Source: an optimization exercise on an open RTL-to-GDS flow (aim: small area and a short achievable clock period). Production flows keep margins and buffers that such runs may drop.
Function was not checked in any run shown here: the RTL went through the layout flow alone.
No activity file was given, so power comes from the tool's default toggle rates.

### standard.sh
#!/bin/bash
# synth_recipe.tcl (not shown) runs the flow's synth.tcl, then flattens the netlist and writes it again
# the make line also repeats each setting of config.mk as NAME=value (left out here)
make -C /OpenROAD-flow-scripts/flow DESIGN_CONFIG=/design/flow/config.mk WORK_HOME=/design/flow/orfs CLKGATE_MAP_FILE= SYNTH_SCRIPT=/design/flow/synth_recipe.tcl "${@:-finish}"
### config.mk
export PLATFORM = sky130hd
export DESIGN_NAME = cfgTop
export DESIGN_NICKNAME = cfgTop
export VERILOG_FILES = /design/flow/design.v
export SDC_FILE = /design/flow/constraint.sdc
export NUM_CORES = 4
export LEC_CHECK = 0
export CAP_MARGIN = 20
export CORE_MARGIN = 2
export CORE_UTILIZATION = 60
export SETUP_SLACK_MARGIN = 3.5
export SLEW_MARGIN = 20
### design.v
`timescale 1ns/1ps
`default_nettype none
module cfgApbSlave
(
  input  logic                       clk,
  input  logic                       rstN,
  input  logic                       psel,
  input  logic                       penable,
  input  logic                       pwrite,
  input  logic [8-1:0]     paddr,
  input  logic [16-1:0]      pwdata,
  output logic [16-1:0]      prdata,
  output logic                       pready,
  output logic                       pslverr,
  output logic [32-1:0][16-1:0] regBank,
  output logic                       chunkTake,
  output logic [16-1:0]      chunkData,
  input  logic                       progValid,
  input  logic                       progValidNext,
  output logic [16-1:0]        unitLenNext,
  output logic [48-1:0]        hbEveryNext
);
  localparam int IdxW = $clog2(32);
  localparam int BankW = 32 * 16;
  localparam logic [BankW-1:0] ResetVals =
      (BankW'(1)     << (1   * 16)) |
      (BankW'(10000) << (7    * 16)) |
      (BankW'(10000) << (11    * 16)) |
      (BankW'(1)     << (15 * 16)) |
      (BankW'(3)     << (16    * 16));
  logic            accState;    
  logic            nextAcc;
  logic            setup;
  logic            regHit;
  logic            progHit;
  logic            errHit;
  logic            rdEn;
  logic            wrQ;
  logic [IdxW-1:0] idxQ;
  logic            progWQ;
  logic            wrUnitQ;     
  logic [2:0]      wrHbQ;       
  assign regHit  = !paddr[7];
  assign progHit = paddr == 8'h80;
  assign errHit  = paddr[7] && (paddr[6:0] != '0);
  assign setup   = !accState && psel && !penable;
  assign nextAcc = accState ? !(!psel || pready) : (psel && !penable);
  assign rdEn    = setup && !pwrite && regHit;
  function automatic logic [32-1:0] wordSel(input logic [IdxW-1:0] idx);
    logic [3:0] lo;
    logic [7:0] hi;
    for (int j = 0; j < 4; j++) lo[j] = idx[1:0] == 2'(j);
    for (int j = 0; j < 8; j++) hi[j] = idx[4:2] == 3'(j);
    for (int i = 0; i < 32; i++) wordSel[i] = hi[i / 4] && lo[i % 4];
  endfunction
  logic [32-1:0]  rdSel;
  logic [16-1:0] rdData;
  always_comb begin
    rdSel  = wordSel(paddr[IdxW+1:2]);
    rdData = '0;
    for (int i = 0; i < 32; i++) begin
      rdData = rdData | ({16{rdSel[i]}} & regBank[i]);
    end
  end
  always_ff @(posedge clk or negedge rstN) begin
    if (!rstN) begin
      accState <= 1'b0;
      pready   <= 1'b0;
      pslverr  <= 1'b0;
      prdata   <= '0;
      wrQ      <= 1'b0;
      progWQ   <= 1'b0;
      wrUnitQ  <= 1'b0;
      wrHbQ    <= '0;
    end else begin
      accState <= nextAcc;
      pready   <= nextAcc && !(pwrite && progHit && progValidNext);
      pslverr  <= setup && errHit;
      prdata   <= rdData & {16{rdEn}};
      wrQ      <= setup && pwrite && regHit;
      progWQ   <= nextAcc && pwrite && progHit;
      wrUnitQ  <= setup && pwrite && regHit && (paddr[IdxW+1:2] == IdxW'(7));
      for (int k = 0; k < 3; k++) begin
        wrHbQ[k] <= setup && pwrite && regHit &&
                    (paddr[IdxW+1:2] == IdxW'(11 + k));
      end
    end
  end
  always_ff @(posedge clk) begin
    idxQ <= paddr[IdxW+1:2];
  end
  assign chunkTake = progWQ && !progValid;
  assign chunkData = pwdata;
  logic [32-1:0] wrSel;
  assign wrSel = wordSel(idxQ) & {32{wrQ}};
  assign unitLenNext = wrUnitQ ? pwdata : regBank[7];
  for (genvar k = 0; k < 3; k++) begin : g_hb
    assign hbEveryNext[k*16 +: 16] =
        wrHbQ[k] ? pwdata : regBank[11 + k];
  end
  always_ff @(posedge clk or negedge rstN) begin
    if (!rstN) begin
      regBank <= ResetVals;
    end else begin
      for (int i = 0; i < 32; i++) begin
        if (wrSel[i]) regBank[i] <= pwdata;
      end
    end
  end
endmodule
`default_nettype wire
`timescale 1ns/1ps
`default_nettype none
module progDeserializer
#(
  parameter int outW    = 47,
  parameter int nChunks = 3
) (
  input  logic                   clk,
  input  logic                   rstN,
  input  logic                   inTake,
  input  logic [16-1:0]  inData,
  output logic                   outValid,
  output logic                   outValidNext,
  output logic [outW-1:0]        outWord,
  input  logic                   outReady
);
  localparam int InW  = 16;
  localparam int BufW = nChunks * InW;
  localparam int CntW = (nChunks > 1) ? $clog2(nChunks) : 1;
  localparam logic [CntW-1:0] LastCnt = CntW'(nChunks - 1);
  logic [CntW-1:0]  chunkCnt;
  logic [BufW-1:0]  shiftBuf;
  logic             last;
  assign last = chunkCnt == LastCnt;
  assign outValidNext = outValid ? !outReady : (inTake && last);
  always_ff @(posedge clk) begin
    for (int k = 0; k < nChunks; k++) begin
      if (inTake && chunkCnt == CntW'(k)) begin
        shiftBuf[k*InW +: InW] <= inData;
      end
    end
  end
  always_ff @(posedge clk or negedge rstN) begin
    if (!rstN) begin
      chunkCnt <= '0;
      outValid <= 1'b0;
    end else begin
      if (inTake) begin
        chunkCnt <= last ? '0 : chunkCnt + 1'b1;
      end
      outValid <= outValidNext;
    end
  end
  assign outWord = shiftBuf[outW-1:0];
endmodule
`default_nettype wire
`timescale 1ns/1ps
`default_nettype none
module cfgMapper
(
  input  logic                       clk,
  input  logic                       rstN,
  input  logic [32-1:0][16-1:0]   regBank,
  output logic [10-1:0]            filtsUsed,
  output logic [27-1:0]            incrementConstant,
  output logic [27-1:0]            decayConstant,
  output logic [4-1:0]             gensUsed,
  output logic [4-1:0]             gensEn,
  output logic [16-1:0]                         unitLen,
  output logic [48-1:0]                            timeElapsed,
  output logic [48-1:0]                            sendHbEvery,
  output logic                            resetTime,
  output logic                            reportTags,
  output logic                            pReset,
  output logic                            sReset,
  input  logic                       chunkTake,
  input  logic [16-1:0]                   chunkData,
  output logic                            progValid,
  output logic                            progValidNext,
  input  logic                       progReady,
  output logic [4-1:0]             progGenIdx,
  output logic [16-1:0]           progPeriod,
  output logic [16-1:0]           progTicks,
  output logic [11-1:0]              progTag
);
  localparam int WordW        = 16;
  localparam int FiltsLsb     = 0 * WordW;
  localparam int IncLsb       = 1 * WordW;
  localparam int DecayLsb     = 3 * WordW;
  localparam int GensUsedLsb  = 5 * WordW;
  localparam int GensEnLsb    = 6 * WordW;
  localparam int UnitLenLsb   = 7 * WordW;
  localparam int ElapsedLsb   = 8 * WordW;
  localparam int HbEveryLsb   = 11 * WordW;
  localparam int ResetTimeLsb = 14 * WordW;
  localparam int TagsLsb      = 15 * WordW;
  localparam int BdResetLsb   = 16 * WordW;
  logic [32*WordW-1:0] bankFlat;
  logic [47-1:0]                   progWord;
  assign bankFlat = regBank;
  assign filtsUsed         = bankFlat[FiltsLsb +: 10];
  assign incrementConstant = bankFlat[IncLsb +: 27];
  assign decayConstant     = bankFlat[DecayLsb +: 27];
  assign gensUsed          = bankFlat[GensUsedLsb +: 4];
  assign gensEn            = bankFlat[GensEnLsb +: 4];
  assign unitLen           = bankFlat[UnitLenLsb +: 16];
  assign timeElapsed       = bankFlat[ElapsedLsb +: 48];
  assign sendHbEvery       = bankFlat[HbEveryLsb +: 48];
  assign resetTime         = bankFlat[ResetTimeLsb];
  assign reportTags        = bankFlat[TagsLsb];
  assign pReset            = bankFlat[BdResetLsb];
  assign sReset            = bankFlat[BdResetLsb + 1];
  progDeserializer #(
    .outW    (47),
    .nChunks (3)
  ) u_progDes (
    .clk      (clk),
    .rstN     (rstN),
    .inTake   (chunkTake),
    .inData   (chunkData),
    .outValid (progValid),
    .outValidNext (progValidNext),
    .outWord  (progWord),
    .outReady (progReady)
  );
  assign {progGenIdx, progPeriod, progTicks, progTag} = progWord;
endmodule
`default_nettype wire
`timescale 1ns/1ps
`default_nettype none
module timeMgr
(
  input  logic                 clk,
  input  logic                 rstN,
  input  logic [16-1:0]  unitLen,
  input  logic [48-1:0]  timeElapsed,
  input  logic [48-1:0]  sendHbEvery,
  input  logic [16-1:0]  unitLenNext,    
  input  logic [48-1:0]  hbEveryNext,    
  input  logic                 resetTime,
  output logic [48-1:0]  currentTime,
  output logic                 unitTick,
  output logic                 hbPulse
);
  localparam int UB = 16 / 8;     
  localparam int TB = 48 / 8;     
  localparam int HP = 4;                
  localparam int HW = 48 / HP;
  localparam int UP = 2;                
  localparam int UW = 16 / UP;
  function automatic logic [48-1:0] inc48(input logic [48-1:0] a,
                                               input logic [TB-2:0] f, input logic en);
    logic c;
    logic [7:0] t;
    c = en;
    for (int k = 0; k < TB; k++) begin
      t = {a[8*k +: 7], 1'b1};
      for (int i = 1; i < 8; i++) t[i] = t[i] & t[i - 1];
      inc48[8*k +: 8] = a[8*k +: 8] ^ (t & {8{c}});
      if (k < TB - 1) c = c & f[k];
    end
  endfunction
  function automatic logic [16-1:0] inc16(input logic [16-1:0] a,
                                               input logic f);
    logic [7:0] t;
    t = {a[6:0], 1'b1};
    for (int i = 1; i < 8; i++) t[i] = t[i] & t[i - 1];
    inc16[7:0] = a[7:0] ^ t;
    t = {a[14:8], 1'b1};
    for (int i = 1; i < 8; i++) t[i] = t[i] & t[i - 1];
    inc16[15:8] = a[15:8] ^ (t & {8{f}});
  endfunction
  logic [16-1:0] unitNext;    
  logic [48-1:0] hbNext;      
  logic [16-1:0] unitNextD;
  logic [48-1:0] hbNextD;
  logic [48-1:0] timeD;
  logic                unitF;       
  logic [TB-2:0]       hbF;         
  logic [TB-2:0]       timeF;       
  logic [UP-1:0]       uGt, uEq;    
  logic [HP-1:0]       hGt, hEq;    
  logic                wrap;        
  logic                hbDue;       
  logic                unitClr;
  logic                hbClr;
  assign wrap    = uGt[1] || (uEq[1] && (uGt[0] || uEq[0]));
  assign hbDue   = hGt[3] || (hEq[3] && (hGt[2] || (hEq[2] &&
                   (hGt[1] || (hEq[1] && (hGt[0] || hEq[0]))))));
  assign unitClr = resetTime || wrap;
  assign hbClr   = resetTime || (wrap && hbDue);
  assign unitNextD = unitClr ? 16'(1) : inc16(unitNext, unitF);
  assign hbNextD   = hbClr ? 48'(1) : inc48(hbNext, hbF, wrap);
  assign timeD     = resetTime ? timeElapsed : inc48(currentTime, timeF, wrap);
  always_ff @(posedge clk or negedge rstN) begin
    if (!rstN) begin
      unitNext    <= 16'(1);
      hbNext      <= 48'(1);
      currentTime <= '0;
      unitF       <= 1'b0;
      hbF         <= '0;
      timeF       <= '0;
      uGt         <= '0;
      uEq         <= '0;
      hGt         <= '0;
      hEq         <= 4'b1100;
      unitTick    <= 1'b0;
      hbPulse     <= 1'b0;
    end else begin
      unitTick    <= !resetTime && wrap;
      hbPulse     <= !resetTime && wrap && hbDue;
      unitNext    <= unitNextD;
      hbNext      <= hbNextD;
      currentTime <= timeD;
      unitF       <= &unitNextD[7:0];
      for (int k = 0; k < TB - 1; k++) begin
        hbF[k]   <= &hbNextD[8*k +: 8];
        timeF[k] <= &timeD[8*k +: 8];
      end
      for (int p = 0; p < UP; p++) begin
        uGt[p] <= unitNextD[p*UW +: UW] > unitLenNext[p*UW +: UW];
        uEq[p] <= unitNextD[p*UW +: UW] == unitLenNext[p*UW +: UW];
      end
      for (int p = 0; p < HP; p++) begin
        hGt[p] <= hbNextD[p*HW +: HW] > hbEveryNext[p*HW +: HW];
        hEq[p] <= hbNextD[p*HW +: HW] == hbEveryNext[p*HW +: HW];
      end
    end
  end
endmodule
`default_nettype wire
`timescale 1ns/1ps
`default_nettype none
module cfgTop
(
  input  logic                    clk,
  input  logic                    rstN,
  input  logic                    psel,
  input  logic                    penable,
  input  logic                    pwrite,
  input  logic [8-1:0]  paddr,
  input  logic [16-1:0]                pwdata,
  output logic [16-1:0]                     prdata,
  output logic                         pready,
  output logic                         pslverr,
  output logic [10-1:0]         filtsUsed,
  output logic [27-1:0]         incrementConstant,
  output logic [27-1:0]         decayConstant,
  output logic [4-1:0]          gensUsed,
  output logic [4-1:0]          gensEn,
  output logic                         reportTags,
  output logic                         pReset,
  output logic                         sReset,
  output logic                         progValid,
  input  logic                    progReady,
  output logic [4-1:0]          progGenIdx,
  output logic [16-1:0]        progPeriod,
  output logic [16-1:0]        progTicks,
  output logic [11-1:0]           progTag,
  output logic [48-1:0]                         currentTime,
  output logic                         unitTick,
  output logic                         hbPulse
);
  logic [32-1:0][16-1:0] regBank;
  logic [16-1:0]                 chunkData;
  logic                     chunkTake;
  logic                     progValidNext;
  logic [16-1:0]                  unitLen;
  logic [48-1:0]                     timeElapsed;
  logic [48-1:0]                     sendHbEvery;
  logic                     resetTime;
  logic [16-1:0]      unitLenNext;
  logic [48-1:0]      hbEveryNext;
  cfgApbSlave u_slave (
    .clk          (clk),
    .rstN         (rstN),
    .psel         (psel),
    .penable      (penable),
    .pwrite       (pwrite),
    .paddr        (paddr),
    .pwdata       (pwdata),
    .prdata       (prdata),
    .pready       (pready),
    .pslverr      (pslverr),
    .regBank      (regBank),
    .chunkTake    (chunkTake),
    .chunkData    (chunkData),
    .progValid    (progValid),
    .progValidNext (progValidNext),
    .unitLenNext  (unitLenNext),
    .hbEveryNext  (hbEveryNext)
  );
  cfgMapper u_mapper (
    .clk               (clk),
    .rstN              (rstN),
    .regBank           (regBank),
    .filtsUsed         (filtsUsed),
    .incrementConstant (incrementConstant),
    .decayConstant     (decayConstant),
    .gensUsed          (gensUsed),
    .gensEn            (gensEn),
    .unitLen           (unitLen),
    .timeElapsed       (timeElapsed),
    .sendHbEvery       (sendHbEvery),
    .resetTime         (resetTime),
    .reportTags        (reportTags),
    .pReset            (pReset),
    .sReset            (sReset),
    .chunkTake         (chunkTake),
    .chunkData         (chunkData),
    .progValid         (progValid),
    .progValidNext     (progValidNext),
    .progReady         (progReady),
    .progGenIdx        (progGenIdx),
    .progPeriod        (progPeriod),
    .progTicks         (progTicks),
    .progTag           (progTag)
  );
  timeMgr u_timeMgr (
    .clk         (clk),
    .rstN        (rstN),
    .unitLen     (unitLen),
    .timeElapsed (timeElapsed),
    .sendHbEvery (sendHbEvery),
    .unitLenNext (unitLenNext),
    .hbEveryNext (hbEveryNext),
    .resetTime   (resetTime),
    .currentTime (currentTime),
    .unitTick    (unitTick),
    .hbPulse     (hbPulse)
  );
endmodule
`default_nettype wire
### constraint.sdc
create_clock -name core_clock -period 6.0 [get_ports {clk}]
set_input_delay 1.2000 -clock core_clock [delete_from_list [all_inputs] [get_ports {clk}]]
set_output_delay 1.2000 -clock core_clock [all_outputs]
set_load 0.01 [all_outputs]
### flow/run.sh
#!/bin/bash
# Standard layout, with plain buf_2 cells as the port buffers and a clock
# tree without dummy loads. Each tool's output goes to a log of its own here.
set -euo pipefail
export BUFFER_PORTS_ARGS="-buffer_cell sky130_fd_sc_hd__buf_2"
export CTS_ARGS="-sink_clustering_enable -repair_clock_nets -dont_use_dummy_load"
bash standard.sh synth > make_synth.log 2>&1
bash standard.sh > make_layout.log 2>&1
==> flow_summary.json, run 1 <==
{
  "run_status": "complete, no violations",
  "grt_max_degree": 146,
  "syn_to_final_growth_pct": 18.5,
  "die-width_um": 241,
  "fp.dieH_um": 241,
  "initial_utilization": 0.610,
  "skew_ns": 0.0492,
  "drc": 0,
  "share_comb_of_total_power": 0.088,
  "rr_worst_depth": 13,
  "power.density_nw_per_um2": 261,
  "p_seq_frac": 0.521,
  "cp_max_fo": 4,
  "avgSynthCellArea_sq_um": 12.5,
  "final_core_util": 0.722,
  "yosysMostFrequentCell": "dfrtp_1",
  "nets": 3105,
  "viasPerCell": 6.71,
  "end_kind": "flop",
  "pwr-share-clk": 0.391,
  "drive_gt1_frac": 0.425,
  "met2_wirelength_mm": 53.3,
  "grt_pass1_vias": 24939,
  "worstHoldPathCells": 1,
  "grtUsageTotal": 0.406,
  "gp_congestion": 0.945,
  "worstHoldStart": "u_slave.regBank[444]",
  "synth_area_sq_um": 33800,
  "ys_top_cells_by_count": "659 x dfrtp_1, 527 x mux2_2, 214 x a22oi_1",
  "ios": 221,
  "yosysWarnings": 3,
  "critPathArrivalTime_ns": 3.39,
  "setup_tns_ns": 0,
  "synth-edff-count": 47,
  "vdd_drop_max_v": 0.000303,
  "ys_seq_elements": 729,
  "cts_tree": "yes",
  "hold_violations": 0,
  "clkLatencyLatePin_ns": 0.63,
  "leakagePower_nw": 17.9,
  "numCtsBuffers": 78,
  "vias": 25079,
  "period_needed_ns": 2.90,
  "synth_seq_area_share": 0.547,
  "synth_nets": 2817,
  "coreArea_sq_um": 55400,
  "met3_wirelength_mm": 11.8,
  "syn_inst": 2704,
  "routed.top_layer": "met5",
  "async_flop_share": 0.929,
  "setup_violations": 0,
  "required_ns": 6.49,
  "path_clk_slew_ns": 0.05,
  "hold_path_class": "flop to flop",
  "timing.rr.start": "u_timeMgr.uGt[0]",
  "wl_per_cell_um": 31.7,
  "p_total_mw": 10.5,
  "p_sw_mw": 2.59,
  "postPlaceCellArea_sq_um": 35400,
  "worstMarginPinSlew_ns": 1.11,
  "cell_internal_pwr_mw": 7.86,
  "routed_wl_mm": 118,
  "slew-limit-headroom": 0.261,
  "slew_viol_final": 0,
  "grt_setup_unrepaired": "yes",
  "ant_nets": 0,
  "globalRouteOverflowTotal": 0,
  "netSwitchingFraction": 0.248,
  "rows": 86,
  "drt_first_pass_iters": 6,
  "post-route-period-util": 0.484,
  "fp.dieArea_sq_um": 58200,
  "htree_levels": 3,
  "synthFlopType": "dfrtp_1",
  "antenna_found_initial": 3,
  "reg2reg_setup_slack_ns": 3.10,
  "clockRootBuffer": "clkbuf_16",
  "final_area_sq_um": 40000,
  "clk_path_buf_depth": 3,
  "synth_top_area_share": 0.488,
  "grt_pass1_wl_mm": 169,
  "synth_cell_types": 64,
  "drtIter0Drc": 3065,
  "cts_sinks": 729,
  "start_kind": "flop",
  "port_buffers": 220,
  "regToRegEndpoint": "u_timeMgr.hGt[3]",
  "stdcell_count": 3739,
  "wl_met1_mm": 46.5,
  "postCtsHoldBufs": 0,
  "maxCapViolCount": 0,
  "whs_endpoint": "u_slave.regBank[444]",
  "synth_top_area_cell": "dfrtp_1",
  "dpl.cell_count": 3484,
  "ys_top_cells_by_area": "dfrtp_1 49%, mux2_2 18%, a22oi_1 4.8%, edfxtp_1 4.2%, ha_1 3.1%",
  "critPathKind": "flop to flop",
  "hpwl_mm": 77.2,
  "fmaxAchievable_mhz": 344
}
==> cell usage in the layout (no fill, tap or decap), types with 13 or more instances in the layout <==
| cell type | instances |
|---|---|
| xor2_1 | 45 |
| nand4_1 | 61 |
| buf_2 | 207 |
| nor2_4 | 37 |
| and3_1 | 22 |
| buf_4 | 181 |
| o21ai_0 | 39 |
| dfstp_2 | 18 |
| dfrtp_1 | 650 |
| mux2i_1 | 61 |
| mux2_2 | 526 |
| a21oi_1 | 29 |
| nor2_1 | 77 |
| and2_1 | 16 |
| clkbuf_16 | 80 |
| a21o_1 | 16 |
| nor3_1 | 19 |
| buf_6 | 15 |
| buf_12 | 40 |
| inv_1 | 17 |
| a22oi_2 | 16 |
| nand3_1 | 43 |
| nor2_2 | 19 |
| ha_4 | 14 |
| nand2b_1 | 13 |
| edfxtp_1 | 47 |
| ha_1 | 66 |
| xnor2_1 | 36 |
| nand2_1 | 141 |
| a22oi_1 | 198 |
==> critical path, stage by stage (launching register included) <==
cell	delay, ns
dfrtp_2	0.44
o21a_4	0.26
o2111a_2	0.32
and3_4	0.19
ha_4	0.16
xnor2_2	0.17
nor2_2	0.08
ha_1	0.32
a21o_1	0.16
a21o_1	0.18
a21oi_1	0.15
nor2_1	0.08
a211oi_2	0.20
a21oi_1	0.09
==> flip-flops by register name, indices dropped and copies added, names as in the netlist, 5 cells and up <==
register / flops
u_timeMgr.unitNext: 16
u_mapper.u_progDes.shiftBuf: 47
u_timeMgr.timeF: 5
u_slave.prdata: 16
u_slave.regBank: 512
u_timeMgr.hbNext: 48
u_timeMgr.hbF: 5
u_slave.idxQ: 5
u_timeMgr.currentTime: 48
==> power by group through the flow <==
stage               combinational (mW)  sequential [mW]  clock [mW]
floorplan                        0.520             5.42           0
global placement                 0.785             5.51           0
detailed placement               0.807             5.52           0
global route                     0.992             5.46        4.29
CTS                              0.863             5.43        4.10
finish                           0.921             5.45        4.08
==> worst max path at each step <==
stage                           startpoint                  to  cells past startpoint
after CTS                 u_timeMgr.uEq[0]    u_timeMgr.hGt[3]                     13
final                     u_timeMgr.uGt[0]    u_timeMgr.hGt[3]                     13
after global routing      u_timeMgr.uGt[0]    u_timeMgr.hGt[3]                     13
after floorplan                  pwdata[9]    u_timeMgr.uGt[1]                     10
after global placement            paddr[5]  u_slave.prdata[14]                      7
after detailed placement          paddr[5]   u_slave.prdata[7]                      8
==> through the flow <==
| step | hold WS, ns | setup WS (ns) |
|---|---|---|
| 2_1_floorplan | 0.450 | 3.15 |
| 3_3_place_gp | 0.476 | 2.34 |
| 3_5_place_dp | 0.481 | 2.24 |
| 4_1_cts | 0.497 | 3.18 |
| 5_1_grt | 0.512 | 3.02 |
| 6_report | 0.501 | 3.10 |
==> cell type report <==
cell class	instances	area (sq um)
tap	748	936
inverter	20	75.1
sequential	729	18500
timing repair buffer	452	3510
multi-input combinational	1711	15100
clock buffer	78	1950
fill	3818	15400
antenna	1	2.50
==> per-layer routing <==
metal  vias up  GRT usage
met3       349      0.103
met1     12834      0.546
met5         -          0
li1      10332          -
met2      1562      0.618
met4         2      0.202
==> what timing repair did <==
action                                  4_1_cts  5_1_grt
gates resized for setup                      92      107
cloned                                        1        3
buffers inserted                            118       54
pin swaps                                    63       61
endpoints found under the hold margin         0        0
endpoints found under the setup margin       50       42
==> cell families (layout without fill, tap and decap cells) <==
kind of cell               count (synthesis)  in the layout  share of synthesized area
AOI/OAI and AO/OA                        398            398                     0.0838
xor gates and xnor gates                  90             90                     0.0233
adders and majority gates                 83             83                     0.0307
buffers and inverters                    266            550                     0.0389
DFF                                      729            729                      0.547
muxes                                    588            588                      0.194
other                                      0              1                          0
and+or+nand+nor                          550            552                     0.0824
==> run 2, diff against run 1 <==
--- a/config.mk
+++ b/config.mk
@@ -8,5 +8,5 @@
 export CAP_MARGIN = 20
 export CORE_MARGIN = 2
 export CORE_UTILIZATION = 60
-export SETUP_SLACK_MARGIN = 3.5
+export SETUP_SLACK_MARGIN = 3.7
 export SLEW_MARGIN = 20
==> run 2 against run 1 <==
Against the previous run: cell area up 5.9%; wire length up 3.9%; sequential power about the same; fmax up 1.7%; via count up 5.6%; critical endpoint is now u_timeMgr.hGt[1]; largest cell class unchanged.
==> flow_summary.json, run 2 <==
{
  "top_regs": "u_slave.regBank x512, u_timeMgr.currentTime x48, u_timeMgr.hbNext x48",
  "vdd_drop_max_v": 0.000263,
  "yosysMostFrequentCell": "dfrtp_1",
  "synth_seq_area_share": 0.547,
  "skew_ns": 0.0386,
  "grt_max_degree": 148,
  "slew_viol_final": 0,
  "cts_sinks": 729,
  "fill_cells": 3485,
  "viasPerCell": 6.71,
  "setup_violations": 0,
  "regToRegEndpoint": "u_timeMgr.hGt[1]",
  "dpl.cell_count": 3483,
  "critPathArrivalTime_ns": 3.33,
  "wl_per_cell_um": 31.2,
  "numCtsBuffers": 77,
  "hpwl_mm": 76.4,
  "cts_tree": "yes",
  "ys_top_cells_by_count": "659 x dfrtp_1, 527 x mux2_2, 214 x a22oi_1",
  "coreArea_sq_um": 55400,
  "synth_nets": 2817,
  "slew-limit-headroom": 0.276,
  "ios": 221,
  "synth-simple-area-share": 0.0824,
  "syn_to_final_growth_pct": 25.5,
  "die-width_um": 241,
  "syn_inst": 2704,
  "layout_commonest_cell": "dfrtp_1",
  "htree_levels": 3,
  "initial_utilization": 0.610,
  "worstHoldPathCells": 1,
  "synthFlopType": "dfrtp_1",
  "grt_pass1_vias": 25818,
  "power.density_nw_per_um2": 251,
  "critPathKind": "flop to flop",
  "leakagePower_nw": 19.1,
  "grt_setup_unrepaired": "yes",
  "clk_path_buf_depth": 3,
  "synth_top_family_by_area": "multiplexers",
  "hold_path_class": "flop to flop",
  "ant_nets": 0,
  "top_register": "u_slave.regBank",
  "yosysWarnings": 3,
  "ys_seq_elements": 729,
  "synth_top_area_cell": "dfrtp_1",
  "period_needed_ns": 2.86,
  "synth-edff-count": 47,
  "fp.dieH_um": 241,
  "reg2reg_setup_slack_ns": 3.14,
  "ys_top_cells_by_area": "dfrtp_1 49%, mux2_2 18%, a22oi_1 4.8%, edfxtp_1 4.2%, ha_1 3.1%",
  "hold_violations": 0,
  "required_ns": 6.47,
  "worstMarginPinSlew_ns": 1.08,
  "worstHoldStart": "u_slave.regBank[444]",
  "grt_pass1_wl_mm": 174,
  "timing.rr.start": "u_timeMgr.uGt[0]",
  "post-route-period-util": 0.476,
  "port_buffers": 220,
  "cp-startpoint": "u_timeMgr.uGt[0]",
  "synth_cell_types": 64,
  "final_core_util": 0.765,
  "synth_area_sq_um": 33800,
  "stdcell_count": 3945,
  "path_clk_slew_ns": 0.06,
  "end_kind": "flop",
  "synth_top_area_share": 0.488,
  "vias": 26472,
  "drc": 0,
  "rr_worst_depth": 13,
  "fmaxAchievable_mhz": 350,
  "synth_compound_area_frac": 0.0838,
  "setup_tns_ns": 0,
  "start_kind": "flop",
  "avgSynthCellArea_sq_um": 12.5,
  "routed_wl_mm": 123,
  "rows": 86,
  "synth-xor-area-share": 0.0233,
  "maxCapViolCount": 0,
  "drt_first_pass_iters": 6,
  "largest_register_ffs": 512,
  "antenna_found_initial": 6,
  "final_cell_mix": "645 x dfrtp_1, 524 x mux2_2, 367 x buf_4",
  "globalRouteOverflowTotal": 0,
  "fp.dieArea_sq_um": 58200,
  "synth_fa_ha_area_frac": 0.0307,
  "async_flop_share": 0.929,
  "clkLatencyLatePin_ns": 0.62,
  "postPlaceCellArea_sq_um": 35500,
  "synthMuxAreaShare": 0.194,
  "whs_endpoint": "u_slave.regBank[444]",
  "p_total_mw": 10.6,
  "drive_gt1_frac": 0.480,
  "drtIter0Drc": 3147,
  "gp_congestion": 1.01,
  "run_status": "complete, no violations",
  "final_area_sq_um": 42400,
  "clockRootBuffer": "clkbuf_16",
  "grtUsageTotal": 0.417,
  "nets": 3311,
  "cp_max_fo": 4
}
run 2: cell counts after synthesis:
No cell type changed its count.
run 2: power breakdown:
part	switching (mW)	total [mW]	internal, mW
logic	0.631	1.15	0.522
registers	0.218	5.42	5.20
clock network	1.82	4.07	2.25
total	2.67	10.6	7.97
run 2: cells by family after synthesis:
logic type / Yosys count
compound gates: 398
mux: 588
buf+inv: 266
flops: 729
simple gates: 550
xor+xnor: 90
fa+ha+maj: 83
run 2: through the flow:
stage	worst slack [ns]	hold WS [ns]
global placement	2.36	0.468
floorplan	3.15	0.450
CTS	3.22	0.501
detailed placement	2.27	0.469
finish	3.14	0.502
global route	3.09	0.515
run 2: layout make-up:
type / instances / area, sq um / share of cell area
sequential: 729 / 18500 / 0.436
multi-input combinational: 1712 / 15500 / 0.367
tap: 748 / 936 / 0.0221
inverter: 20 / 77.6 / 0.00183
timing repair buffer: 658 / 5400 / 0.127
clock buffer: 77 / 1930 / 0.0455
antenna: 1 / 2.50 / 0.0000590
run 2: worst max-delay path by stage:
stage	cells after the start	end	slack, ns
2_1_floorplan	10	u_timeMgr.uGt[1]	3.15
3_3_place_gp	8	u_slave.prdata[8]	2.36
3_5_place_dp	8	u_slave.prdata[8]	2.27
4_1_cts	13	u_timeMgr.hGt[3]	3.22
5_1_grt	13	u_timeMgr.hGt[1]	3.09
6_report	13	u_timeMgr.hGt[1]	3.14
run 2: repair_timing:
item | in CTS | in global routing
pin swaps | 111 | 104
cloned | 3 | 2
setup endpoints to repair | 267 | 337
setup buffers | 289 | 90
hold buffers | 0 | 0
resized for setup | 180 | 167
endpoints found under the hold margin | 0 | 0
run 2: metal layers:
layer  global-route usage  routed length, um  up-vias
met5                    0                 39        -
met3                0.109              13500      488
met1                0.567              47800    13507
met2                0.613              53500     1716
met4                0.236               8270        6
li1                     -                  -    10755
run 2: worst max-delay path: stages (launching register included):
cell,delay [ns]
dfrtp_1,0.41
o21a_4,0.26
buf_6,0.12
o211ai_1,0.29
nor2_2,0.12
xnor2_2,0.16
nor2_2,0.22
ha_4,0.24
nor2b_4,0.12
o21a_1,0.19
o21ai_2,0.20
a21oi_1,0.09
o31ai_1,0.21
a21oi_1,0.10

[static timing again, ports no longer ideal]
How much do the figures lean on ideal ports? The routed layouts below were timed once more, with nothing changed but the port constraints.
Step 1 sets driving cells, clkbuf_16 on the clock port and buf_2 on the other inputs (assumed; they add their load-dependent delay and slew).
Step 2 adds t to the input delays and takes it off the output delays; t is the mean of the earliest and latest rising clock arrival at the registers after step 1. Input paths then give back, and output paths get back, about the clock's delay inside the block.
Slacks: no drivers / after step 1 / after step 2; pairs: no drivers / after step 1.
| run | t (ns) | slack for setup (ns) | hold slack, ns |
|---|---|---|---|
| run 1 | 0.673 | 3.095 / 3.095 / 2.589 | 0.501 / 0.501 / 0.501 |
| run 2 | 0.663 | 3.144 / 3.144 / 2.559 | 0.502 / 0.502 / 0.502 |
After both steps every run listed still meets setup and hold. The setup slack of run 2, which loses most, moves by 0.000 ns with the drivers and by -0.585 ns with both steps.
